Source: an optimization exercise on an open RTL-to-GDS flow (aim: small area, a short achievable clock period and few clock cycles per item). Production flows keep margins and buffers that such runs may drop. In this exercise RTL edits were held to simulation tests only and were not proved equivalent to the original.

== run A ==
==> flow/design.v (excerpt) <==
module sequential_list_engine (
  input  logic          clk,
  input  logic          rst,
  input  logic          req_valid,
  output logic          req_ready,
  input  logic [2:0]    req_cmd,
  input  logic [31:0]   req_value,
  input  logic [3:0]    req_position,
  output logic          rsp_valid,
  input  logic          rsp_ready,
  output logic          rsp_ok,
  output logic [3:0]    rsp_found_index,
  output logic [31:0]   rsp_read_value,
  output logic [4:0]    rsp_count
);
  localparam int N = 16;
  logic [31:0]  ent [N];
  logic [4:0]   cnt;
  logic [N-1:0] occ;       
  logic         e_valid;
  logic         e_ins_ok;  
  logic         e_wr_ok;   
  logic         e_rd_ok;   
  logic         e_wv_ok;   
  logic         e_up_ok;   
  logic         e_app;
  logic         e_find;
  logic         e_rem;
  logic         e_clr;
  logic [31:0]  e_val;
  logic [3:0]   e_pos;
  logic [N-1:0] e_lp;      
  ...
Size: about 87 I/O pins.
Settings: LEC_CHECK=0, CAP_MARGIN=20, CORE_MARGIN=2, CORE_UTILIZATION=45, SETUP_SLACK_MARGIN=3.6, SLEW_MARGIN=20, SYNTH_HIERARCHICAL=1, SYNTH_MINIMUM_KEEP_SIZE=0, TNS_END_PERCENT=10; clock period 6.0 ns.
run.sh (not shown) runs the stock make flow with config.mk's settings and CLKGATE_MAP_FILE= SYNTH_SCRIPT=/design/flow/synth_recipe.tcl, a recipe that flattens the netlist after the stock synthesis.
Run A: full flow OK, the timing, DRC and antenna checks passed
Testbench counts of run A, summed over its fixed seeds: cycles 17,046, items 16,000.
## Diff of input files: run B against run A
Settings: CORE_UTILIZATION: 45 -> 55.
[summary]
Run B vs run A, placed standard-cell area went down by 1.4%. Diff run A and run B: number of standard-cell rows in the floorplan higher in run A. Run B did not make it past global routing, where a tool error ended it. Run B against run A: number of gates resized after cts now larger; height of the chip now smaller; sequential-to-total area share from yosys stat comparable; cell area after technology mapping comparable; placed wire-length estimate now smaller. Going from run A to run B, starting utilization of the core area now larger, number of levels in the clock H-tree comparable, cell count after placement now smaller.
Here is what was changed in the inputs of run C compared with run B.
Settings: CTS_CLUSTER_DIAMETER now 120, previously not set; CTS_CLUSTER_SIZE now 20, previously not set; CORE_UTILIZATION now 40, was 55.
==> comparison <==
[compare] base=run B new=run C: placed instance count has increased, total placed instance area now sits higher, number of setup buffers added after CTS now sits lower, cell row count saw an increase. On run C: global placer's final weighted congestion is 0.18 lower than what run B gave. Run C went all the way through synthesis, placement and routing and the layout is clean on timing, DRC and antenna. Number of buffers inserted during clock tree synthesis: run C vs run B down 34.

---

Starting RTL as in the previous note.
Design sequential_list_engine, start of the top module:
module sequential_list_engine (
  input  logic          clk,
  input  logic          rst,
  input  logic          req_valid,
  output logic          req_ready,
  input  logic [2:0]    req_cmd,
  input  logic [31:0]   req_value,
  input  logic [3:0]    req_position,
  output logic          rsp_valid,
  input  logic          rsp_ready,
  output logic          rsp_ok,
  output logic [3:0]    rsp_found_index,
  output logic [31:0]   rsp_read_value,
  output logic [4:0]    rsp_count
);
  localparam int N = 16;
  logic [31:0]  ent [N];
  logic [4:0]   cnt;
  logic [N-1:0] occ;       
  logic         e_valid;
  logic         e_ins_ok;  
  logic         e_wr_ok;   
  logic         e_rd_ok;   
  logic         e_wv_ok;   
  logic         e_up_ok;   
  logic         e_app;
  logic         e_find;
  logic         e_rem;
  logic         e_clr;
  logic [31:0]  e_val;
  logic [3:0]   e_pos;
  logic [N-1:0] e_lp;      
  logic        s_valid;
  logic        s_ok;
  logic [3:0]  s_idx;
  logic [3:0]  ra;
  logic        rdv;
  logic exec, take;
  assign exec = e_valid && !s_valid;
  assign take = req_valid && req_ready;
  logic e_valid_nx, s_valid_nx;
  always_comb begin
    e_valid_nx = take || (e_valid && !exec);
    s_valid_nx = s_valid;
    if (exec) begin
      if (rsp_valid && !rsp_ready) s_valid_nx = 1'b1;
    end else if (s_valid) begin
      if (rsp_ready) s_valid_nx = 1'b0;
    end
  end
  always_ff @(posedge clk) begin
    if (rst) begin
  ...
Settings: LEC_CHECK=0, CAP_MARGIN=20, CORE_MARGIN=2, CORE_UTILIZATION=55, CTS_CLUSTER_DIAMETER=110, CTS_CLUSTER_SIZE=18, SETUP_SLACK_MARGIN=3.6, SLEW_MARGIN=20, SYNTH_HIERARCHICAL=1, SYNTH_MINIMUM_KEEP_SIZE=0, TNS_END_PERCENT=10; clock period 6.0 ns.
The first run failed in global routing (5_1_grt), error GRT-0232.
Testbench counts at the start, summed over its fixed seeds: cycles 17,046, items 16,000.
Then changed:
--- a/flow/config.mk
+++ b/flow/config.mk
@@ -9,5 +9,5 @@
 export CORE_MARGIN = 2
-export CORE_UTILIZATION = 55
-export CTS_CLUSTER_DIAMETER = 110
-export CTS_CLUSTER_SIZE = 18
+export CORE_UTILIZATION = 62
+export CTS_CLUSTER_DIAMETER = 250
+export CTS_CLUSTER_SIZE = 30
 export SETUP_SLACK_MARGIN = 3.6
Result: The changed run aborted during global routing (5_1_grt) with GRT-0232; synthesized cell count is unchanged; synthesized area stays the same.

what the ideal ports hide:
Ports are ideal in the flow. The routed layouts listed here were re-timed in OpenROAD.
Step 1, drivers: a clkbuf_16 drives clk and a buf_2 each remaining input, both assumed.
Step 2 adds t to the input delays and takes it off the output delays; t is the mean of the earliest and latest rising clock arrival at the registers after step 1. Input paths then give back, and output paths get back, about the clock's delay inside the block.
a / b / c = ideal / step 1 / step 2; a / b = the first two.
| run | t (ns) | setup slack, ns | hold slack, ns | slew at the worst register clock pin (ns) |
|---|---|---|---|---|
| run A | 0.764 | 3.015 / 2.967 / 2.204 | 0.471 / 0.471 / 0.471 | 0.07 / 0.07 |
| run C | 0.728 | 3.091 / 3.091 / 2.363 | 0.478 / 0.478 / 0.478 | 0.10 / 0.10 |
After both steps every run listed still meets setup and hold. For run A, which loses most, drivers alone change the setup slack by -0.048 ns; drivers and shift together by -0.811 ns.
